What follows belongs to an exercise in optimizing a design on an open flow for small area, a short achievable clock period and few clock cycles per item; a production flow would make more cautious choices.
RTL that was checked went through simulation tests only; none was proved equivalent to the original.
The RTL of run 6 was laid out without a check of its function.
Power and IR drop assume default switching activity.

## flow/design.v (module list and top-level ports; edited modules follow where they fit)
// module tpu_dot4_a: 449 lines
// module tpu_dot4_b: 161 lines
// module tpu_top: 164 lines
module tpu_top
(
    input  logic        clk,
    input  logic        rst,
    input  logic        psel,
    input  logic        penable,
    input  logic        pwrite,
    input  logic [7:0]  paddr,
    input  logic [31:0] pwdata,
    output logic [31:0] prdata,
    output logic        pready,
    output logic        pslverr
);
  // ...
==> flow/flow/run.sh <==
#!/bin/bash
set -euo pipefail
bash standard.sh SETUP_SLACK_MARGIN=6.5 MATCH_CELL_FOOTPRINT=0 finish > flow_make.log 2>&1
==> flow/standard.sh <==
#!/bin/bash
# synth_recipe.tcl (not shown) runs the flow's synth.tcl, then flattens the netlist and writes it again
# the make line also repeats each setting of config.mk as NAME=value (left out here)
make -C /OpenROAD-flow-scripts/flow DESIGN_CONFIG=/design/flow/config.mk WORK_HOME=/design/flow/orfs CLKGATE_MAP_FILE= SYNTH_SCRIPT=/design/flow/synth_recipe.tcl "${@:-finish}"
==> flow/config.mk <==
export PLATFORM = sky130hd
export DESIGN_NAME = tpu_top
export DESIGN_NICKNAME = tpu_top
export VERILOG_FILES = /design/flow/design.v
export SDC_FILE = /design/flow/constraint.sdc
export NUM_CORES = 4
export LEC_CHECK = 0
export ABC_AREA = 1
export CAP_MARGIN = 20
export CORE_MARGIN = 2
export CORE_UTILIZATION = 55
export SLEW_MARGIN = 20
==> flow/constraint.sdc <==
create_clock -name core_clock -period 10.0 [get_ports {clk}]
set_input_delay 2.0000 -clock core_clock [delete_from_list [all_inputs] [get_ports {clk}]]
set_output_delay 2.0000 -clock core_clock [all_outputs]
set_load 0.01 [all_outputs]
==> results.json, run 1 <==
{
  "track_usage": 0.367,
  "multi_input_area_share": 0.477,
  "setup-tns-final_ps": 0,
  "pg_seq_mw": 2.03,
  "buf_share": 0.0645,
  "r2r_cells": 13,
  "synth_xor_xnor_area_share": 0.00930,
  "stdcell_count": 4436,
  "overflow": 0,
  "nNonClkInverters": 615,
  "pre_cts_ws_ps": 4470,
  "nNetsFinal": 4040,
  "slowest_delay_ps": 310,
  "cp_cell_sequence": "buf_4 -> inv_6 -> ha_4 -> xnor2_4 -> xor2_4 -> nand2_4 -> nor2_4 -> clkinv_4 -> buf_4 -> buf_4 -> nand3_1 -> a31oi_1",
  "outcome": "no timing/DRC/antenna violations",
  "utilization": 0.656,
  "drive_gt1_frac": 0.124,
  "grt_start_max_net_pins": 111,
  "die_area_um2": 53000,
  "r2r_start": "mq[42]",
  "met2_usage": 0.583,
  "crit_family": "buffers and inverters",
  "clkTransAtPathRegs_ps": 70,
  "critPathCapture": "aq[9][1]",
  "seqPwrFrac": 0.462,
  "placed_cells": 4229,
  "p_comb_frac": 0.077,
  "netlist_top_cells_count": "nand2_1, inv_1, dfxtp_1",
  "clock_path_buffers": 3,
  "final_cell_mix": "nand2_1, inv_1, dfxtp_1",
  "power_leakage_nw": 16.0,
  "hold_start": "pz2",
  "startpoint_type": "input pin",
  "switching_share": 0.260,
  "max_freq_ghz": 0.290
}
Testbench counts, summed over its fixed seeds: cycles 17,472, jobs 192.
==> run 2, diff against run 1 <==
==> flow/flow/run.sh (replaced) <==
#!/bin/bash
set -euo pipefail
bash standard.sh SETUP_SLACK_MARGIN=6.8 MATCH_CELL_FOOTPRINT=0 finish > flow_make.log 2>&1
==> results.json, run 2 <==
{
  "synth-seq-area-share": 0.360,
  "syn_to_final_growth_pct": 20.3,
  "avgViaCountPerCell": 5.63,
  "cts_root_buf": "clkbuf_16",
  "yosysMostFrequentCell": "nand2_1",
  "final_cell_mix": "nand2_1, inv_1, dfxtp_1",
  "hold_viol": 0,
  "yosys_warnings": 7,
  "port_buffers": 54,
  "p_comb_frac": 0.080,
  "post-route-period-util": 0.345,
  "n_fill_cell": 4238,
  "total_power_mw": 4.57,
  "numCtsBuffers": 54,
  "grt_start_max_net_pins": 133,
  "cts_tree": "done",
  "grt_pass1_wl_mm": 145,
  "track_usage": 0.360,
  "setup-tns-final_ps": 0,
  "synth_cell_types": 47,
  "avgRoutedWirePerCell_um": 21.3,
  "cp_slowest_cell": "fa_1",
  "vias": 25060,
  "num_rows": 82,
  "required_ps": 10490,
  "n_antenna_cell": 0,
  "holdPathStages": 0,
  "routed_wirelength_mm": 94.6,
  "synthTopCellsByArea": "dfxtp_1, fa_1, nand2_1",
  "power_density_nw_per_um2": 135,
  "setup_viol": 0,
  "worst_slew_pin_slew_ps": 1160,
  "clkTransAtPathRegs_ps": 60,
  "slew_headroom": 0.228,
  "hold_buffers": 0,
  "drt_iter0_drc": 2873,
  "htree_levels": 2,
  "ys.flop_type": "dfxtp_1",
  "max_freq_ghz": 0.290,
  "die_w_um": 230,
  "cp_cell_sequence": "fa_1 -> inv_2 -> fa_1 -> inv_2 -> fa_1 -> ha_4 -> a21oi_2 -> o21a_1 -> nand2_2 -> a21boi_4 -> o21ai_4 -> buf_4 -> xor2_1",
  "drc": 0,
  "internal-power_mw": 3.42,
  "outcome": "no timing/DRC/antenna violations",
  "gp_congestion": 0.969,
  "crit_family": "adder cells",
  "crit_type": "reg2reg",
  "ys_ff_latch": 506,
  "clock_path_buffers": 3,
  "syn-mean-instance-area_um2": 7.64,
  "crit_top_cell": "fa_1",
  "min_to": "pz3",
  "overflow": 0,
  "seqPwrFrac": 0.443,
  "path_max_fanout": 5,
  "synth-edff-count": 0,
  "switching_share": 0.251,
  "dp_hpwl_mm": 65.7,
  "final_common_cell": "nand2_1",
  "drt_pass1_iterations": 6,
  "r2r_start": "mq[45]",
  "boundaryPins": 79,
  "die_area_um2": 53000,
  "core-area_um2": 50300,
  "hold_start": "pz2",
  "rsz0062_at_grt": "yes",
  "netlist.area_leader.share": 0.360,
  "slowest_delay_ps": 570,
  "reg2reg_setup_slack_ps": 6550,
  "grt_pass1_vias": 24623,
  "startpoint_type": "flip-flop",
  "finalInstanceArea_um2": 33800,
  "insertion_delay_ps": 630,
  "critical_path_arrival_ps": 3940,
  "ir_worst_vdd_v": 0.000126,
  "maxCapViolations": 0,
  "ant_nets": 0,
  "crit_path_end_kind": "flip-flop",
  "min_period_ps": 3450,
  "synth_area_um2": 28100,
  "yosys.area.top_type": "dfxtp_1",
  "initial_core_util": 0.559,
  "p_switching_mw": 1.15,
  "drive_gt1_frac": 0.171,
  "synth_nets": 3997,
  "netlist_top_cells_count": "nand2_1, inv_1, dfxtp_1",
  "clkPwrFrac": 0.477,
  "rr_endpoint": "sum_q[12]",
  "worst-path-buf-inv": 3,
  "nNetsFinal": 4052,
  "clkSinkCount": 506,
  "r2r_cells": 13,
  "antenna_found_initial": 1,
  "seqCellArea_um2": 10200,
  "drv_slew": 0,
  "power_leakage_nw": 15.8,
  "top_regs": "aq: 128 flops, wq: 128 flops, res: 112 flops",
  "multiInputGateArea_um2": 16200,
  "placed_cell_area_um2": 29300,
  "synth_cells": 3679,
  "hold_path_class": "reg2reg",
  "die_h_um": 230,
  "fin_skew_ps": 41.4,
  "async_flop_share": 0
}
run 2: worst max-delay path by stage:
stage,cells after the start,to,startpoint,slack (ps)
2_1_floorplan,9,aq[13][4],paddr[4],6300
3_3_place_gp,15,rd_q[4],paddr[5],5040
3_5_place_dp,15,rd_q[4],paddr[5],5020
4_1_cts,11,sum_q[17],mq[58],6500
5_1_grt,14,sum_q[17],mq[53],6430
6_report,13,sum_q[12],mq[45],6550
run 2: power groups by stage:
stage	clock network, mW	registers, mW	logic [mW]
5_1_grt	2.29	2.03	0.385
3_3_place_gp	0	2.07	0.270
2_1_floorplan	0	2.07	0.189
3_5_place_dp	0	2.07	0.273
6_report	2.18	2.03	0.366
4_1_cts	2.19	2.03	0.324
run 2: logic make-up (layout without fill, tap and decap cells):
| kind of cell | Yosys count | after routing | synth area share |
|---|---|---|---|
| buf+inv | 823 | 918 | 0.117 |
| flops | 506 | 506 | 0.360 |
| xor+xnor | 26 | 26 | 0.00930 |
| compound gates | 529 | 529 | 0.115 |
| fa+ha+maj | 273 | 273 | 0.181 |
| simple gates | 1522 | 1525 | 0.218 |
run 2: layer usage:
metal	vias to the layer above	global-route usage	wire (um)
li1	11507	-	-
met3	260	0.0604	8390
met4	0	0.168	4810
met1	12110	0.490	38900
met5	-	0	0
met2	1183	0.560	42500
run 2: through the flow:
stage                     hold slack [ps]  setup slack (ps)  utilization  cells
after global placement                310              5040        0.582   4221
after detailed placement              312              5020        0.582   4221
after floorplan                       310              6300            -   3679
after global routing                  333              6430        0.673   4449
after CTS                             326              6500        0.653   4405
final                                 326              6550        0.673   4449
run 2: area by class of cell:
cell class | count | share of cell area
clock buffer | 74 | 0.0461
clock inverter | 25 | 0.0112
inverter | 615 | 0.0703
multi-input combinational | 2353 | 0.480
sequential | 506 | 0.302
tap | 672 | 0.0249
timing repair buffer | 204 | 0.0653
run 2: what timing repair did:
| item | 4_1_cts | 5_1_grt |
|---|---|---|
| gates cloned | 5 | 1 |
| resized for setup | 305 | 184 |
| setup endpoints to repair | 334 | 276 |
| pin swaps | 93 | 67 |
| hold endpoints to repair | 0 | 0 |
| buffers inserted | 80 | 43 |
==> run 3, diff against run 2 <==
==> flow/flow/run.sh (replaced) <==
#!/bin/bash
set -euo pipefail
bash standard.sh SETUP_SLACK_MARGIN=6.5 finish > flow_make.log 2>&1
==> results.json, run 3 <==
{
  "die_w_um": 230,
  "hold_start": "pz2",
  "reg2reg_setup_slack_ps": 6520,
  "cts_tree": "done",
  "ir_worst_vdd_v": 0.000135,
  "path_max_fanout": 18,
  "worst_slew_pin_slew_ps": 1080,
  "dp_hpwl_mm": 69.0,
  "netlist_top_cells_count": "nand2_1, inv_1, dfxtp_1",
  "min_period_ps": 3530,
  "die_h_um": 230,
  "final_cell_mix": "nand2_1, inv_1, dfxtp_1",
  "drc": 0,
  "synth-seq-area-share": 0.360,
  "crit_type": "in2reg",
  "clkTransAtPathRegs_ps": 70,
  "final_common_cell": "nand2_1",
  "nNetsFinal": 4033,
  "hold_path_class": "reg2reg",
  "slew_headroom": 0.281,
  "synth.mux.area_fraction": 0,
  "grt_start_max_net_pins": 111,
  "vias": 25292,
  "startpoint_type": "input pin",
  "rsz0062_at_grt": "yes",
  "grt_pass1_vias": 24403,
  "r2r_cells": 12,
  "setup_viol": 0,
  "async_flop_share": 0,
  "crit_path_end_kind": "flip-flop",
  "synth-simple-area-share": 0.218,
  "core-area_um2": 50300,
  "yosysMostFrequentCell": "nand2_1",
  "synth_nets": 3997,
  "n_antenna_cell": 0,
  "setup_slack_ps": 6470,
  "holdPathStages": 0,
  "drt_pass1_iterations": 7,
  "synth_xor_xnor_area_share": 0.00930,
  "numCtsBuffers": 53,
  "gp_congestion": 0.960,
  "clkSinkCount": 506,
  "power_density_nw_per_um2": 134,
  "rr_endpoint": "rd_q[7]",
  "placed_cell_area_um2": 28900,
  "die_area_um2": 53000,
  "post-route-period-util": 0.353,
  "cts_root_buf": "clkbuf_16",
  "outcome": "no timing/DRC/antenna violations",
  "overflow": 0,
  "syn-mean-instance-area_um2": 7.64,
  "boundaryPins": 79,
  "drive_gt1_frac": 0.128,
  "setup-tns-final_ps": 0,
  "top_regs": "aq: 128 flops, wq: 128 flops, res: 112 flops",
  "grt_pass1_wl_mm": 146,
  "yosys_warnings": 7,
  "clock_path_buffers": 3,
  "drt_iter0_drc": 2762,
  "netlist.area_leader.share": 0.360,
  "htree_levels": 2,
  "max_freq_ghz": 0.283,
  "avgViaCountPerCell": 5.71,
  "synth_cell_types": 47,
  "hold_viol": 0,
  "drv_slew": 0,
  "ys.flop_type": "dfxtp_1",
  "required_ps": 10560,
  "synth_top_family_by_area": "simple AND/OR/NAND/NOR gates",
  "yosys.area_share.adder": 0.181,
  "synth_compound_area_frac": 0.115,
  "r2r_start": "t[3]",
  "insertion_delay_ps": 630,
  "avgRoutedWirePerCell_um": 22.3,
  "yosys.area.top_type": "dfxtp_1",
  "ys_ff_latch": 506,
  "hold_buffers": 0,
  "synthTopCellsByArea": "dfxtp_1, fa_1, nand2_1",
  "synth_area_um2": 28100,
  "finalInstanceArea_um2": 32900,
  "track_usage": 0.366,
  "synth_cells": 3679,
  "num_rows": 82,
  "antenna_found_initial": 2,
  "min_to": "pz3",
  "initial_core_util": 0.559,
  "pre_cts_ws_ps": 4470,
  "ant_nets": 0,
  "syn_to_final_growth_pct": 17.0,
  "fin_skew_ps": 26.5,
  "port_buffers": 54,
  "power_leakage_nw": 15.6,
  "routed_wirelength_mm": 98.8,
  "maxCapViolations": 0,
  "synth-edff-count": 0,
  "critical_path_arrival_ps": 4100,
  "total_power_mw": 4.39
}
run 3: cell count changes in the layout (fill, tap and decap cells not counted), sizes merged, moves of 7 or more:
cell,before,now
buf,176,133
clkinv,14,30
clkbuf,83,73
clkinvlp,12,3
dlymetal6s2s,14,7
dlygate4sd2,0,37
run 3: cell type report:
| cell class | count | area (um^2) |
|---|---|---|
| tap | 672 | 841 |
| multi-input combinational | 2350 | 15900 |
| timing repair buffer | 189 | 1930 |
| sequential | 506 | 10200 |
| clock inverter | 29 | 284 |
| fill | 4345 | 17400 |
| inverter | 615 | 2340 |
| clock buffer | 67 | 1490 |
run 3: per-layer routing:
layer,share of wire,up-vias,global-route usage
met5,0.00027,-,0
met4,0.050,4,0.168
met3,0.10,299,0.0735
met2,0.45,1368,0.580
met1,0.40,12170,0.483
li1,-,11451,-
run 3: per-stage QoR:
step | hold slack (ps) | std cells | util
floorplan | 310 | 3679 | -
global placement | 313 | 4229 | 0.574
detailed placement | 312 | 4229 | 0.574
CTS | 325 | 4374 | 0.633
global route | 325 | 4428 | 0.654
finish | 327 | 4428 | 0.654
run 3: what timing repair did:
item,CTS,global route
endpoints found under the setup margin,314,278
resized for setup,217,155
setup buffers,49,48
pin swaps,44,60
gates cloned,0,6
run 3: logic make-up (layout without fill, tap and decap cells):
| kind of cell | count (synthesis) | after routing |
|---|---|---|
| adder cells (fa/ha/maj) | 273 | 273 |
| XOR/XNOR | 26 | 26 |
| flip-flops | 506 | 506 |
| AND/OR/NAND/NOR | 1522 | 1522 |
| buffers and inverters | 823 | 900 |
| AO/OA/AOI/OAI | 529 | 529 |
run 3: power breakdown:
group / total (mW) / leakage, nW / internal, mW / switching [mW]
registers: 2.03 / 4.09 / 2.02 / 0.00819
clock network: 2.03 / 0.888 / 1.14 / 0.885
logic: 0.341 / 10.6 / 0.0894 / 0.251
run 3: critical path, stage by stage:
cell             delay (ps)
clkdlybuf4s50_1        1070
clkinv_2                570
o21ai_0                 290
a21oi_1                  60
nor2_1                   90
run 3: worst max path at each step:
stage / start / endpoint
after global placement: paddr[5] / rd_q[2]
after CTS: psel / aq[11][2]
after global routing: mq[36] / sum_q[15]
after detailed placement: paddr[5] / rd_q[3]
final: pwdata[2] / aq[11][2]
after floorplan: paddr[4] / aq[13][4]
==> module tpu_top, before the edit <==
module tpu_top
(
    input  logic        clk,
    input  logic        rst,
    input  logic        psel,
    input  logic        penable,
    input  logic        pwrite,
    input  logic [7:0]  paddr,
    input  logic [31:0] pwdata,
    output logic [31:0] prdata,
    output logic        pready,
    output logic        pslverr
);
    localparam int MW = 90;   
    logic [7:0] aq   [4][4];     
    logic [7:0] wq   [4][4];     
    logic [6:0] res  [16];       
    logic       res_ok;          
    logic       busy;
    logic       done;
    logic       go_q;            
    logic       wact;            
    logic [3:0] wcnt;            
    logic [3:0] t;               
    logic [3:0] idx;
    logic       aligned, is_ctrl, is_status, is_feat, is_wgt, is_res, mapped;
    assign idx       = paddr[5:2];
    assign aligned   = (paddr[1:0] == 2'b00);
    assign is_ctrl   = (paddr == 8'h00);
    assign is_status = (paddr == 8'h04);
    assign is_feat   = aligned && (paddr[7:6] == 2'd1);
    assign is_wgt    = aligned && (paddr[7:6] == 2'd2);
    assign is_res    = aligned && (paddr[7:6] == 2'd3);
    assign mapped    = is_ctrl || is_status || is_feat || is_wgt || is_res;
    logic [MW-1:0] m, mq;
    logic [17:0]   r0, r1, sum_q;
    logic [6:0]    act;
    logic [6:0]    act_w;        
    logic          pz2, pz3;     
    logic [3:0]    e3;           
    logic          res_we;       
    tpu_dot4_a i_dot_a (
        .a0 (aq[0][0]), .a1 (aq[0][1]), .a2 (aq[0][2]), .a3 (aq[0][3]),
        .w0 (wq[0][0]), .w1 (wq[1][0]), .w2 (wq[2][0]), .w3 (wq[3][0]),
        .m  (m)
    );
    tpu_dot4_b i_dot_b (
        .m  (mq),
        .r0 (r0),
        .r1 (r1)
    );
    assign act    = sum_q[17] ? 7'd0 : (|sum_q[16:7]) ? 7'd127 : sum_q[6:0];
    assign act_w  = pz3 ? 7'd0 : act;
    assign e3     = t - 4'd2;
    assign res_we = wact;
    logic fin;                 
    logic busy_nx, done_nx;    
    logic err_setup;           
    assign fin     = wact && (wcnt == 4'd15);
    assign busy_nx = busy && !fin;
    assign done_nx = done || fin;
    assign err_setup = !mapped || (pwrite && (is_status || is_res))
                    || (pwrite && busy_nx && (is_feat || is_wgt || (is_ctrl && pwdata[0])));
    logic       setup, wr_ok, go_s, we_feat, we_wgt;
    logic [1:0] wcol_wr;         
    logic [1:0] arow_wr;         
    logic [3:0] t_nx;
    logic       arot;            
    assign setup   = psel && !penable;
    assign wr_ok   = setup && pwrite && aligned && !busy_nx;
    assign go_s    = setup && pwrite && is_ctrl && pwdata[0] && !busy_nx;
    assign we_feat = wr_ok && (paddr[7:6] == 2'd1);
    assign we_wgt  = wr_ok && (paddr[7:6] == 2'd2);
    assign t_nx    = t + 4'd1;
    assign arot    = (t[1:0] == 2'd3);
    assign wcol_wr = paddr[3:2] - t_nx[1:0];
    assign arow_wr = paddr[5:4] - t_nx[3:2];
    logic [7:0] pa_q;            
    always_ff @(posedge clk) pa_q <= paddr;
    logic [6:0] rd_r;
    logic [7:0] rd_fast;
    always_comb begin
        rd_r = 7'd0;
        for (int q = 0; q < 16; q++) begin
            if (idx == 4'(t - 4'd3 - 4'(q))) rd_r = rd_r | res[q];
        end
        if (res_we && e3 == idx) rd_r = act_w;
        rd_fast = ({8{is_res && res_ok}} & {1'b0, rd_r})
                | ({8{is_status}} & {6'd0, done_nx, busy_nx});
    end
    logic [1:0] rcol, rrow;
    logic [7:0] rd_slow;
    assign rcol    = pa_q[3:2] - t[1:0];
    assign rrow    = pa_q[5:4] - t[3:2];
    assign rd_slow = pa_q[7] ? wq[pa_q[5:4]][rcol] : aq[rrow][pa_q[3:2]];
    logic       op_rd;           
    logic [7:0] rd_q;
    logic       err_q;
    logic       rdy_q;
    assign op_rd = !pwrite && aligned && (paddr[7:6] == 2'd1 || paddr[7:6] == 2'd2);
    always_ff @(posedge clk) begin
        rd_q  <= rdy_q ? rd_fast : rd_slow;
        err_q <= err_setup;
        rdy_q <= !(psel && !penable && op_rd);
    end
    assign prdata  = {{24{rd_q[7]}}, rd_q};
    assign pslverr = err_q;
    assign pready  = rdy_q;
    always_ff @(posedge clk) begin
        for (int r = 0; r < 4; r++) begin
            for (int k = 0; k < 4; k++) begin
                if (rst) aq[r][k] <= 8'd0;
                else if (we_feat && arow_wr == 2'(r) && paddr[3:2] == 2'(k)) aq[r][k] <= pwdata[7:0];
                else if (arot) aq[r][k] <= aq[(r + 1) % 4][k];
            end
        end
        for (int k = 0; k < 4; k++) begin
            for (int c = 0; c < 4; c++) begin
                if (rst) wq[k][c] <= 8'd0;
                else if (we_wgt && paddr[5:4] == 2'(k) && wcol_wr == 2'(c)) wq[k][c] <= pwdata[7:0];
                else wq[k][c] <= wq[k][(c + 1) % 4];
            end
        end
    end
    always_ff @(posedge clk) begin
        if (rst) begin
            busy   <= 1'b0;
            done   <= 1'b0;
            res_ok <= 1'b0;
            go_q   <= 1'b0;
            wact   <= 1'b0;
            wcnt   <= 4'd0;
            t      <= 4'd0;
        end else begin
            go_q <= go_s;
            if (go_q) begin
                busy <= 1'b1;
                done <= 1'b0;
            end else if (fin) begin
                busy   <= 1'b0;
                done   <= 1'b1;
                res_ok <= 1'b1;
            end
            if (go_s) begin
                wact <= 1'b1;
                wcnt <= 4'd0;
            end else if (wact) begin
                if (wcnt == 4'd15) wact <= 1'b0;
                wcnt <= wcnt + 4'd1;
            end
            t <= t + 4'd1;
        end
    end
    always_ff @(posedge clk) begin
        res[0] <= res_we ? act_w : res[15];
        for (int q = 1; q < 16; q++) res[q] <= res[q-1];
    end
    always_ff @(posedge clk) begin
        mq    <= m;
        sum_q <= r0 + r1 + 18'h20000;
        pz2   <= rst;
        pz3   <= pz2;
    end
endmodule
==> run 4, diff against run 3 <==
--- a/flow/design.v
+++ b/flow/design.v
@@ -682,8 +682,8 @@
     assign err_setup = !mapped || (pwrite && (is_status || is_res))
                     || (pwrite && busy_nx && (is_feat || is_wgt || (is_ctrl && pwdata[0])));
     logic       setup, wr_ok, go_s, we_feat, we_wgt;
-    logic [1:0] wcol_wr;         
-    logic [1:0] arow_wr;         
+    logic [1:0] wlc [4];         
+    logic [1:0] alr [4];         
     logic [3:0] t_nx;
     logic       arot;            
     assign setup   = psel && !penable;
@@ -693,26 +693,23 @@
     assign we_wgt  = wr_ok && (paddr[7:6] == 2'd2);
     assign t_nx    = t + 4'd1;
     assign arot    = (t[1:0] == 2'd3);
-    assign wcol_wr = paddr[3:2] - t_nx[1:0];
-    assign arow_wr = paddr[5:4] - t_nx[3:2];
+    always_comb begin
+        for (int c = 0; c < 4; c++) wlc[c] = 2'(c) + t_nx[1:0];
+        for (int r = 0; r < 4; r++) alr[r] = 2'(r) + t_nx[3:2];
+    end
     logic [7:0] pa_q;            
     always_ff @(posedge clk) pa_q <= paddr;
     logic [6:0] rd_r;
     logic [7:0] rd_fast;
     always_comb begin
-        rd_r = 7'd0;
-        for (int q = 0; q < 16; q++) begin
-            if (idx == 4'(t - 4'd3 - 4'(q))) rd_r = rd_r | res[q];
-        end
-        if (res_we && e3 == idx) rd_r = act_w;
+        rd_r = (res_we && e3 == idx) ? act_w : res[idx];
         rd_fast = ({8{is_res && res_ok}} & {1'b0, rd_r})
                 | ({8{is_status}} & {6'd0, done_nx, busy_nx});
     end
-    logic [1:0] rcol, rrow;
     logic [7:0] rd_slow;
-    assign rcol    = pa_q[3:2] - t[1:0];
-    assign rrow    = pa_q[5:4] - t[3:2];
-    assign rd_slow = pa_q[7] ? wq[pa_q[5:4]][rcol] : aq[rrow][pa_q[3:2]];
+    logic       hit;
+    assign rd_slow = pa_q[7] ? wq[pa_q[5:4]][0] : aq[0][pa_q[3:2]];
+    assign hit     = pa_q[7] ? (t[1:0] == pa_q[3:2]) : (t[3:2] == pa_q[5:4]);
     logic       op_rd;           
     logic [7:0] rd_q;
     logic       err_q;
@@ -721,7 +718,7 @@
     always_ff @(posedge clk) begin
         rd_q  <= rdy_q ? rd_fast : rd_slow;
         err_q <= err_setup;
-        rdy_q <= !(psel && !penable && op_rd);
+        rdy_q <= (psel && !penable) ? !op_rd : (rdy_q || hit);
     end
     assign prdata  = {{24{rd_q[7]}}, rd_q};
     assign pslverr = err_q;
@@ -730,14 +727,14 @@
         for (int r = 0; r < 4; r++) begin
             for (int k = 0; k < 4; k++) begin
                 if (rst) aq[r][k] <= 8'd0;
-                else if (we_feat && arow_wr == 2'(r) && paddr[3:2] == 2'(k)) aq[r][k] <= pwdata[7:0];
+                else if (we_feat && paddr[5:4] == alr[r] && paddr[3:2] == 2'(k)) aq[r][k] <= pwdata[7:0];
                 else if (arot) aq[r][k] <= aq[(r + 1) % 4][k];
             end
         end
         for (int k = 0; k < 4; k++) begin
             for (int c = 0; c < 4; c++) begin
                 if (rst) wq[k][c] <= 8'd0;
-                else if (we_wgt && paddr[5:4] == 2'(k) && wcol_wr == 2'(c)) wq[k][c] <= pwdata[7:0];
+                else if (we_wgt && paddr[5:4] == 2'(k) && paddr[3:2] == wlc[c]) wq[k][c] <= pwdata[7:0];
                 else wq[k][c] <= wq[k][(c + 1) % 4];
             end
         end
@@ -772,8 +769,9 @@
         end
     end
     always_ff @(posedge clk) begin
-        res[0] <= res_we ? act_w : res[15];
-        for (int q = 1; q < 16; q++) res[q] <= res[q-1];
+        for (int e = 0; e < 16; e++) begin
+            if (res_we && e3 == 4'(e)) res[e] <= act_w;
+        end
     end
     always_ff @(posedge clk) begin
         mq    <= m;
==> flow/flow/run.sh (replaced) <==
#!/bin/bash
set -euo pipefail
bash standard.sh SETUP_SLACK_MARGIN=6.7 MATCH_CELL_FOOTPRINT=0 \
    "BUFFER_PORTS_ARGS=-buffer_cell sky130_fd_sc_hd__buf_2" finish > flow_make.log 2>&1
--- a/flow/config.mk
+++ b/flow/config.mk
@@ -5,7 +5,6 @@
 export SDC_FILE = /design/flow/constraint.sdc
 export NUM_CORES = 4
 export LEC_CHECK = 0
-export ABC_AREA = 1
 export CAP_MARGIN = 20
 export CORE_MARGIN = 2
 export CORE_UTILIZATION = 55
==> results.json, run 4 <==
{
  "outcome": "no timing/DRC/antenna violations",
  "crit_family": "adder cells",
  "drc": 0,
  "netlist_top_cells_count": "dfxtp_1, mux2i_1, nor2_1",
  "routed_wirelength_mm": 76.0,
  "stdcell_count": 3302,
  "ir_worst_vdd_v": 0.000165,
  "critical_path_arrival_ps": 3980,
  "async_flop_share": 0,
  "grt_start_max_net_pins": 196,
  "boundaryPins": 79,
  "finalInstanceArea_um2": 31800,
  "worst-path-buf-inv": 3,
  "hold_start": "pz2",
  "overflow": 0,
  "vias": 18693,
  "holdPathStages": 0,
  "clkTransAtPathRegs_ps": 60,
  "synth_cells": 2577,
  "cts_tree": "done",
  "reg2reg_setup_slack_ps": 6550,
  "die_h_um": 228,
  "ys_ff_latch": 506,
  "rr_endpoint": "sum_q[16]",
  "n_fill_cell": 4007,
  "wl_met3_mm": 4.51,
  "yosys.area.top_type": "dfxtp_1",
  "die_w_um": 228,
  "power_density_nw_per_um2": 139,
  "internal-power_mw": 3.42,
  "synth_nets": 2886,
  "crit_type": "reg2reg",
  "hold_viol": 0,
  "cts_root_buf": "clkbuf_16",
  "clkSinkCount": 506,
  "p_comb_frac": 0.043,
  "final_common_cell": "dfxtp_1",
  "min_to": "pz3",
  "setup_slack_ps": 6550,
  "numCtsBuffers": 55,
  "yosys_warnings": 11,
  "hold_path_class": "reg2reg",
  "synth-edff-count": 112,
  "drv_slew": 0,
  "crit_top_cell": "inv_2",
  "track_usage": 0.290,
  "insertion_delay_ps": 630,
  "post-route-period-util": 0.345,
  "grt_pass1_wl_mm": 115,
  "fin_skew_ps": 49.0,
  "clkPwrFrac": 0.485,
  "placed_cell_area_um2": 28500,
  "syn-mean-instance-area_um2": 10.7,
  "path_max_fanout": 7,
  "max_freq_ghz": 0.290,
  "setup_viol": 0,
  "top_regs": "aq: 128 flops, wq: 128 flops, res: 112 flops",
  "slew_headroom": 0.271,
  "dp_hpwl_mm": 50.0,
  "antenna_found_initial": 4,
  "synth_area_um2": 27700,
  "maxCapViolations": 0,
  "wl_met2_mm": 35.5,
  "yosysMostFrequentCell": "dfxtp_1",
  "utilization": 0.637,
  "cp_cell_sequence": "inv_2 -> fa_1 -> inv_2 -> fa_2 -> inv_2 -> fa_2 -> ha_4 -> a21o_1 -> nand2_1 -> a21boi_1 -> or4b_4 -> nand4_1",
  "slowest_delay_ps": 580,
  "ant_nets": 0,
  "pre_cts_ws_ps": 4730,
  "cp_slowest_cell": "fa_1",
  "seqPwrFrac": 0.472,
  "seqCellArea_um2": 11300,
  "synthTopCellsByArea": "dfxtp_1, fa_1, mux2i_1",
  "clock_path_buffers": 3,
  "avgRoutedWirePerCell_um": 23.0,
  "port_buffers": 54,
  "startpoint_type": "flip-flop",
  "ys.flop_type": "dfxtp_1",
  "die_area_um2": 52200,
  "multiInputGateArea_um2": 15400,
  "setup-tns-final_ps": 0,
  "synth-seq-area-share": 0.406,
  "hold_buffers": 0,
  "placed_cells": 3121,
  "netlist.area_leader.share": 0.285,
  "num_rows": 82,
  "drt_pass1_iterations": 5,
  "initial_core_util": 0.554,
  "htree_levels": 2,
  "required_ps": 10530,
  "drt_iter0_drc": 1402,
  "min_period_ps": 3450,
  "synth_cell_types": 79,
  "p_switching_mw": 1.00,
  "nNetsFinal": 2891,
  "syn_to_final_growth_pct": 15.0,
  "final_cell_mix": "dfxtp_1, mux2i_1, nor2_1",
  "switching_share": 0.227,
  "avgViaCountPerCell": 5.66,
  "core-area_um2": 50000,
  "crit_path_end_kind": "flip-flop",
  "wl_met1_mm": 33.0,
  "r2r_cells": 12,
  "gp_congestion": 0.848,
  "grt_pass1_vias": 19182,
  "worst_slew_pin_slew_ps": 1090,
  "power_leakage_nw": 13.0,
  "drive_gt1_frac": 0.194,
  "highest-signal-layer": "met5",
  "rsz0062_at_grt": "yes",
  "r2r_start": "mq[56]"
}
## run 4: worst max-delay path by stage
stage | start | end | cells after the start
floorplan | penable | wq[15][0] | 5
CTS | mq[25] | sum_q[12] | 12
finish | mq[56] | sum_q[16] | 12
global route | mq[22] | sum_q[12] | 12
detailed placement | paddr[2] | aq[1][0] | 5
global placement | paddr[2] | aq[1][5] | 5
## run 4: through the flow
stage,hold WS (ps),power (mW)
global placement,313,2.30
finish,328,4.42
floorplan,310,2.26
detailed placement,313,2.30
global route,332,4.56
CTS,328,4.44
## run 4: cell families (layout without fill, tap and decap cells)
group	after synthesis	count (layout)	synth area share
compound gates	208	208	0.0551
buf+inv	457	507	0.0668
flops	506	506	0.406
simple gates	746	746	0.141
other cells	0	2	0
mux	371	371	0.142
fa+ha+maj	264	264	0.180
xor+xnor	25	26	0.00841
## run 4: final cells by class
type | instances | share of cell area
Clock buffer | 81 | 0.0518
Tap cell | 672 | 0.0264
Multi-Input combinational cell | 1615 | 0.484
Clock inverter | 22 | 0.00916
Sequential cell | 506 | 0.356
Timing Repair Buffer | 146 | 0.0427
Inverter | 258 | 0.0305
Antenna cell | 2 | 0.000157
## run 4: layer usage
layer | up-vias | GRT usage
met1 | 9461 | 0.392
li1 | 8481 | -
met2 | 587 | 0.474
met3 | 162 | 0.0464
met5 | - | 0
met4 | 2 | 0.107
## run 4: power by group through the flow
stage / combinational (mW) / sequential, mW / clock (mW)
finish: 0.191 / 2.09 / 2.14
global route: 0.202 / 2.09 / 2.27
CTS: 0.181 / 2.09 / 2.17
global placement: 0.165 / 2.13 / 0
detailed placement: 0.168 / 2.13 / 0
floorplan: 0.130 / 2.13 / 0
## run 4: timing repair
| item | CTS | global route |
|---|---|---|
| gates cloned | 0 | 3 |
| endpoints found under the setup margin | 311 | 226 |
| resized for setup | 91 | 55 |
| setup buffers | 56 | 16 |
| pin swaps | 58 | 33 |
Testbench counts of run 4, summed over its fixed seeds: cycles 17,472, jobs 192.
==> run 5, diff against run 4 <==
==> flow/flow/run.sh (replaced) <==
#!/bin/bash
set -euo pipefail
bash standard.sh SETUP_SLACK_MARGIN=6.5 MATCH_CELL_FOOTPRINT=0 \
    "BUFFER_PORTS_ARGS=-buffer_cell sky130_fd_sc_hd__buf_2" finish > flow_make.log 2>&1
==> results.json, run 5 <==
{
  "top_regs": "aq: 128 flops, wq: 128 flops, res: 112 flops",
  "seqPwrFrac": 0.472,
  "maxCapViolations": 0,
  "die_h_um": 228,
  "ys.flop_type": "dfxtp_1",
  "hold_path_class": "reg2reg",
  "rsz0062_at_grt": "yes",
  "dp_hpwl_mm": 49.7,
  "required_ps": 10540,
  "hold_viol": 0,
  "synth_compound_area_frac": 0.0551,
  "die_area_um2": 52200,
  "die_w_um": 228,
  "async_flop_share": 0,
  "drc": 0,
  "final_cell_mix": "dfxtp_1, mux2i_1, nor2_1",
  "power_density_nw_per_um2": 142,
  "post-route-period-util": 0.349,
  "track_usage": 0.281,
  "finalInstanceArea_um2": 31100,
  "stdcell_count": 3274,
  "syn_to_final_growth_pct": 12.3,
  "crit_path_end_kind": "flip-flop",
  "netlist_top_cells_count": "dfxtp_1, mux2i_1, nor2_1",
  "placed_cells": 3126,
  "yosys.area.top_type": "dfxtp_1",
  "synth_cells": 2577,
  "cts_root_buf": "clkbuf_16",
  "synth-simple-area-share": 0.141,
  "synth_area_um2": 27700,
  "grt_pass1_wl_mm": 112,
  "min_to": "pz3",
  "synth_nets": 2886,
  "path_max_fanout": 4,
  "hold_buffers": 0,
  "rr_endpoint": "sum_q[12]",
  "grt_pass1_vias": 18729,
  "clock_path_buffers": 3,
  "clkSinkCount": 506,
  "routed_wirelength_mm": 72.3,
  "drive_gt1_frac": 0.157,
  "r2r_cells": 11,
  "port_buffers": 54,
  "power_leakage_nw": 12.7,
  "netlist.area_leader.share": 0.285,
  "num_rows": 82,
  "gp_congestion": 0.867,
  "nNetsFinal": 2868,
  "numCtsBuffers": 54,
  "synth_cell_types": 79,
  "core-area_um2": 50000,
  "n_fill_cell": 4111,
  "switching_share": 0.218,
  "min_period_ps": 3490,
  "synth_top_family_by_area": "adder cells",
  "clkPwrFrac": 0.490,
  "worst_slew_pin_slew_ps": 1060,
  "synth_xor_xnor_area_share": 0.00841,
  "synth.mux.area_fraction": 0.142,
  "synthTopCellsByArea": "dfxtp_1, fa_1, mux2i_1",
  "grt_start_max_net_pins": 117,
  "yosys_warnings": 11,
  "cts_tree": "done",
  "internal-power_mw": 3.46,
  "multiInputGateArea_um2": 15000,
  "p_switching_mw": 0.964,
  "htree_levels": 2,
  "final_common_cell": "dfxtp_1",
  "yosysMostFrequentCell": "dfxtp_1",
  "hold_start": "pz2",
  "avgViaCountPerCell": 5.58,
  "drv_slew": 0,
  "boundaryPins": 79,
  "antenna_found_initial": 3,
  "r2r_start": "mq[23]",
  "pre_cts_ws_ps": 4800,
  "seqCellArea_um2": 11300,
  "setup_viol": 0,
  "ys_ff_latch": 506,
  "yosys.area_share.adder": 0.180,
  "syn-mean-instance-area_um2": 10.7,
  "ant_nets": 0,
  "outcome": "no timing/DRC/antenna violations",
  "ir_worst_vdd_v": 0.000164,
  "insertion_delay_ps": 620,
  "p_comb_frac": 0.038,
  "reg2reg_setup_slack_ps": 6510,
  "setup_slack_ps": 6510,
  "synth-edff-count": 112,
  "drt_iter0_drc": 1283,
  "avgRoutedWirePerCell_um": 22.1,
  "critical_path_arrival_ps": 4040,
  "drt_pass1_iterations": 5,
  "utilization": 0.622,
  "crit_type": "reg2reg",
  "vias": 18269,
  "initial_core_util": 0.554,
  "fin_skew_ps": 23.5,
  "max_freq_ghz": 0.286,
  "placed_cell_area_um2": 28200,
  "clkTransAtPathRegs_ps": 60,
  "startpoint_type": "flip-flop",
  "overflow": 0,
  "slew_headroom": 0.293,
  "holdPathStages": 0,
  "synth-seq-area-share": 0.406,
  "setup-tns-final_ps": 0
}
==> run 5: worst max-delay path by stage <==
stage                  start         to  slack (ps)
floorplan            penable  wq[15][0]        6340
global placement    paddr[4]  aq[10][5]        4890
detailed placement  paddr[4]  aq[10][4]        4800
CTS                 paddr[3]  wq[10][0]        6500
global route          mq[31]  sum_q[12]        6410
finish                mq[23]  sum_q[12]        6510
==> run 5: timing repair <==
item / 4_1_cts / 5_1_grt
setup endpoints to repair: 233 / 121
pin swaps: 39 / 36
cloned: 0 / 1
buffers inserted: 30 / 18
gates resized for setup: 53 / 41
==> run 5: cell families after synthesis <==
group                    count (synthesis)
XOR/XNOR                                25
AO/OA/AOI/OAI                          208
adder cells (fa/ha/maj)                264
flip-flops                             506
AND/OR/NAND/NOR                        746
buffers and inverters                  457
multiplexers                           371
==> run 5: metal layers <==
| metal | GRT usage | part of all wire | up-vias |
|---|---|---|---|
| met5 | 0 | 0.00018 | - |
| met4 | 0.0989 | 0.033 | 2 |
| met3 | 0.0464 | 0.057 | 167 |
| met2 | 0.460 | 0.47 | 550 |
| met1 | 0.379 | 0.44 | 9132 |
| li1 | - | - | 8418 |
==> run 5: power by group through the flow <==
stage          Sequential, mW  Clock (mW)  Combinational, mW
2_1_floorplan            2.13           0              0.124
3_3_place_gp             2.14           0              0.158
3_5_place_dp             2.14           0              0.159
4_1_cts                  2.09        2.20              0.163
5_1_grt                  2.09        2.29              0.178
6_report                 2.09        2.17              0.167
==> run 5: final cells by class <==
type                       count  share of cell area
clock buffer                  76              0.0507
sequential                   506               0.363
antenna                        1           0.0000805
multi-input combinational   1614               0.483
tap                          672              0.0270
clock inverter                22              0.0118
inverter                     258              0.0313
timing repair buffer         125              0.0335
==> run 5: critical path: stages (launching register included) <==
cell and delay, ps:
dfxtp_1 310, fa_1 540, inv_1 60, fa_1 550, inv_2 40, fa_2 480, ha_4 310, o21ai_4 70
o211a_4 280, o21ba_4 210, or4_1 480, nand4b_1 100
==> run 5: metrics by stage <==
| stage | power [mW] | hold slack (ps) |
|---|---|---|
| after floorplan | 2.25 | 310 |
| after global routing | 4.56 | 335 |
| after global placement | 2.29 | 311 |
| after CTS | 4.46 | 333 |
| after detailed placement | 2.29 | 318 |
| final | 4.43 | 331 |
==> run 6, diff against run 5 <==
--- a/flow/design.v
+++ b/flow/design.v
@@ -653,10 +653,10 @@
     assign is_res    = aligned && (paddr[7:6] == 2'd3);
     assign mapped    = is_ctrl || is_status || is_feat || is_wgt || is_res;
     logic [MW-1:0] m, mq;
-    logic [17:0]   r0, r1, sum_q;
+    logic [17:0]   r0, r1, rq0, rq1, sum_q;
     logic [6:0]    act;
     logic [6:0]    act_w;        
-    logic          pz2, pz3;     
+    logic          pz2, pz3, pz4;   
     logic [3:0]    e3;           
     logic          res_we;       
     tpu_dot4_a i_dot_a (
@@ -670,8 +670,8 @@
         .r1 (r1)
     );
     assign act    = sum_q[17] ? 7'd0 : (|sum_q[16:7]) ? 7'd127 : sum_q[6:0];
-    assign act_w  = pz3 ? 7'd0 : act;
-    assign e3     = t - 4'd2;
+    assign act_w  = pz4 ? 7'd0 : act;
+    assign e3     = t - 4'd3;
     assign res_we = wact;
     logic fin;                 
     logic busy_nx, done_nx;    
@@ -711,14 +711,17 @@
     assign rd_slow = pa_q[7] ? wq[pa_q[5:4]][0] : aq[0][pa_q[3:2]];
     assign hit     = pa_q[7] ? (t[1:0] == pa_q[3:2]) : (t[3:2] == pa_q[5:4]);
     logic       op_rd;           
+    logic       st_wait;         
     logic [7:0] rd_q;
     logic       err_q;
     logic       rdy_q;
-    assign op_rd = !pwrite && aligned && (paddr[7:6] == 2'd1 || paddr[7:6] == 2'd2);
+    assign op_rd   = !pwrite && aligned && (paddr[7:6] == 2'd1 || paddr[7:6] == 2'd2);
+    assign st_wait = !pwrite && is_status && busy_nx;
     always_ff @(posedge clk) begin
-        rd_q  <= rdy_q ? rd_fast : rd_slow;
+        rd_q  <= (!rdy_q && pa_q[7:6] != 2'd0) ? rd_slow : rd_fast;
         err_q <= err_setup;
-        rdy_q <= (psel && !penable) ? !op_rd : (rdy_q || hit);
+        if (psel && !penable) rdy_q <= !(op_rd || st_wait);
+        else rdy_q <= rdy_q || ((pa_q[7:6] == 2'd0) ? fin : hit);
     end
     assign prdata  = {{24{rd_q[7]}}, rd_q};
     assign pslverr = err_q;
@@ -758,7 +761,7 @@
                 done   <= 1'b1;
                 res_ok <= 1'b1;
             end
-            if (go_s) begin
+            if (go_q) begin
                 wact <= 1'b1;
                 wcnt <= 4'd0;
             end else if (wact) begin
@@ -775,8 +778,11 @@
     end
     always_ff @(posedge clk) begin
         mq    <= m;
-        sum_q <= r0 + r1 + 18'h20000;
+        rq0   <= r0;
+        rq1   <= r1;
+        sum_q <= rq0 + rq1 + 18'h20000;
         pz2   <= rst;
         pz3   <= pz2;
+        pz4   <= pz3;
     end
 endmodule
==> flow/flow/run.sh (replaced) <==
#!/bin/bash
set -euo pipefail
bash standard.sh SETUP_SLACK_MARGIN=6.6 MATCH_CELL_FOOTPRINT=0 \
    "BUFFER_PORTS_ARGS=-buffer_cell sky130_fd_sc_hd__buf_2" finish > flow_make.log 2>&1
==> results.json, run 6 <==
{
  "outcome": "no timing/DRC/antenna violations",
  "avgRoutedWirePerCell_um": 23.4,
  "hold_viol": 0,
  "hold_path_class": "reg2reg",
  "initial_core_util": 0.555,
  "async_flop_share": 0,
  "die_h_um": 229,
  "required_ps": 10460,
  "max_freq_ghz": 0.277,
  "setup_viol": 0,
  "synthTopCellsByArea": "dfxtp_1, fa_1, edfxtp_1",
  "clock_path_buffers": 3,
  "die_w_um": 229,
  "drt_pass1_iterations": 6,
  "worst_slew_pin_slew_ps": 1240,
  "routed_wirelength_mm": 80.0,
  "crit_type": "in2reg",
  "power_leakage_nw": 12.3,
  "min_period_ps": 3610,
  "total_power_mw": 4.75,
  "insertion_delay_ps": 640,
  "cts_root_buf": "clkbuf_16",
  "netlist.area_leader.share": 0.310,
  "drt_iter0_drc": 1573,
  "rsz0062_at_grt": "yes",
  "post-route-period-util": 0.361,
  "path_max_fanout": 8,
  "maxCapViolations": 0,
  "overflow": 0,
  "numCtsBuffers": 56,
  "setup_slack_ps": 6390,
  "yosys_warnings": 11,
  "ys_ff_latch": 542,
  "seqCellArea_um2": 12000,
  "crit_path_end_kind": "flip-flop",
  "clkSinkCount": 542,
  "ant_nets": 0,
  "cts_tree": "done",
  "hold_buffers": 0,
  "num_rows": 82,
  "drc": 0,
  "fin_skew_ps": 30.6,
  "final_cell_mix": "dfxtp_1, inv_1, fa_1",
  "boundaryPins": 79,
  "stdcell_count": 3416,
  "top_regs": "aq: 128 flops, wq: 128 flops, res: 112 flops",
  "synth_cell_types": 65,
  "n_fill_cell": 4001,
  "internal-power_mw": 3.66,
  "synth-edff-count": 112,
  "core-area_um2": 50100,
  "p_switching_mw": 1.09,
  "yosys.area.top_type": "dfxtp_1",
  "multiInputGateArea_um2": 15800,
  "synth_cells": 2704,
  "n_antenna_cell": 0,
  "startpoint_type": "input pin",
  "slew_headroom": 0.173,
  "worst-path-buf-inv": 4,
  "critical_path_arrival_ps": 4070,
  "ys.flop_type": "dfxtp_1",
  "vias": 19970,
  "grt_pass1_wl_mm": 118,
  "setup-tns-final_ps": 0,
  "synth_nets": 3011,
  "syn-mean-instance-area_um2": 10.3,
  "htree_levels": 2,
  "crit_top_cell": "buf_6",
  "seqPwrFrac": 0.470,
  "crit_family": "simple AND/OR/NAND/NOR gates",
  "synth-seq-area-share": 0.430,
  "power_density_nw_per_um2": 144,
  "nNetsFinal": 3007,
  "dp_hpwl_mm": 49.4,
  "utilization": 0.657,
  "cp_cell_sequence": "buf_6 -> or4b_4 -> a211oi_4 -> buf_4 -> buf_6 -> nand3_4 -> nor2_4 -> buf_6 -> nand2_8 -> nor2_1 -> a211oi_1",
  "port_buffers": 54,
  "cp_slowest_cell": "or4b_4",
  "pre_cts_ws_ps": 5240,
  "netlist_top_cells_count": "dfxtp_1, inv_1, nand2_1",
  "avgViaCountPerCell": 5.85,
  "p_comb_frac": 0.049,
  "switching_share": 0.230,
  "slowest_delay_ps": 560,
  "clkPwrFrac": 0.481,
  "track_usage": 0.295,
  "die_area_um2": 52400,
  "yosysMostFrequentCell": "dfxtp_1",
  "synth_area_um2": 27800,
  "gp_congestion": 0.886,
  "antenna_found_initial": 2,
  "placed_cells": 3232,
  "grt_start_max_net_pins": 168,
  "drv_slew": 0,
  "clkTransAtPathRegs_ps": 60,
  "ir_worst_vdd_v": 0.000152,
  "grt_pass1_vias": 19570,
  "final_common_cell": "dfxtp_1",
  "drive_gt1_frac": 0.198,
  "syn_to_final_growth_pct": 18.3
}
[run 6: changes by cell type in the layout (fill, tap and decap cells not counted), moves of 35 or more]
| cell | change |
|---|---|
| dfxtp_1 | +40 |
| o21ai_0 | +49 |
| a21oi_1 | +102 |
| mux2i_1 | -163 |
| o21ai_1 | +45 |
| or2_2 | -63 |
| nand2_1 | +92 |
| nor2_4 | +89 |
| nor2_1 | -139 |
| a211oi_2 | +35 |
[run 6: final timing paths]
kind / from / endpoint / slack [ps] / cells past startpoint
max reg2reg: aq[1][3] / mq[52] / 6650 / 7
min reg2reg: pz3 / pz4 / 330 / 0
min: pz3 / pz4 / 330 / 0
max: paddr[0] / aq[2][0] / 6390 / 11
[run 6: timing repair]
action                     4_1_cts  5_1_grt
cloned                           5       16
setup endpoints to repair      298      265
gates resized for setup        132      313
setup buffers                   26       35
pin swaps                       42       67
[run 6: worst reg2reg max path, cell delays in order (launching register included)]
cell and delay [ps]:
dfxtp_1 830, nand2_1 190, fa_1 550, fa_1 550
inv_1 50, fa_1 500, inv_1 50, fa_1 480
[run 6: logic make-up after synthesis]
group                      count (synthesis)  share of synthesized area
adders and majority gates                262                      0.178
muxes                                    206                     0.0825
and+or+nand+nor                          731                      0.127
xor gates and xnor gates                  34                     0.0107
DFF                                      542                      0.430
buffers and inverters                    463                     0.0676
AOI/OAI and AO/OA                        466                      0.104
[run 6: final cells by class]
type | count | area share
multi-input combinational | 1718 | 0.481
sequential | 542 | 0.364
clock buffer | 81 | 0.0520
timing repair buffer | 134 | 0.0383
clock inverter | 21 | 0.0102
inverter | 248 | 0.0284
tap | 672 | 0.0255
[run 6: layer usage]
layer  track usage  vias to the layer above  wire length [um]
met1         0.405                    10054             34200
met2         0.478                      802             37200
met5             0                        -                 0
met3        0.0455                      170              5700
met4         0.106                        0              2900
li1              -                     8944                 -
[run 6: power groups by stage]
stage | logic (mW) | clock network (mW) | registers (mW)
6_report | 0.232 | 2.28 | 2.23
5_1_grt | 0.243 | 2.40 | 2.23
4_1_cts | 0.194 | 2.31 | 2.23
3_5_place_dp | 0.176 | 0 | 2.28
3_3_place_gp | 0.175 | 0 | 2.28
2_1_floorplan | 0.136 | 0 | 2.28
[run 6: per-stage QoR]
stage          cell area (um^2)  hold slack (ps)
5_1_grt                   32900              342
2_1_floorplan             28100              310
4_1_cts                   31100              328
6_report                  32900              331
3_5_place_dp              28300              314
3_3_place_gp              28300              311

[re-timing with driven ports]
Ports are ideal in the flow. The routed layouts listed here were re-timed in OpenROAD. Step 1 assumes that a clkbuf_16 drives the clock port and a buf_2 every other input. Step 2 adds t to the input delays and takes it off the output delays; t is the mean of the earliest and latest rising clock arrival at the registers after step 1. Input paths then give back, and output paths get back, about the clock's delay inside the block. Three values: no drivers, after step 1, after step 2; two values: the first two.
run	t, ns	slack for setup (ns)	worst slew at a driven data input, ns
run 1	0.685	6.550 / 6.496 / 5.811	0.11
run 2	0.673	6.554 / 6.554 / 6.040	0.19
run 3	0.686	6.467 / 6.497 / 5.811	0.11
run 4	0.667	6.554 / 6.554 / 6.057	0.06
run 5	0.669	6.509 / 6.509 / 5.959	0.06
run 6	0.686	6.385 / 6.411 / 5.724	0.05
After both steps setup and hold are still met in every run listed. For run 1, which loses most, drivers alone change the setup slack by -0.054 ns; drivers and shift together by -0.739 ns.
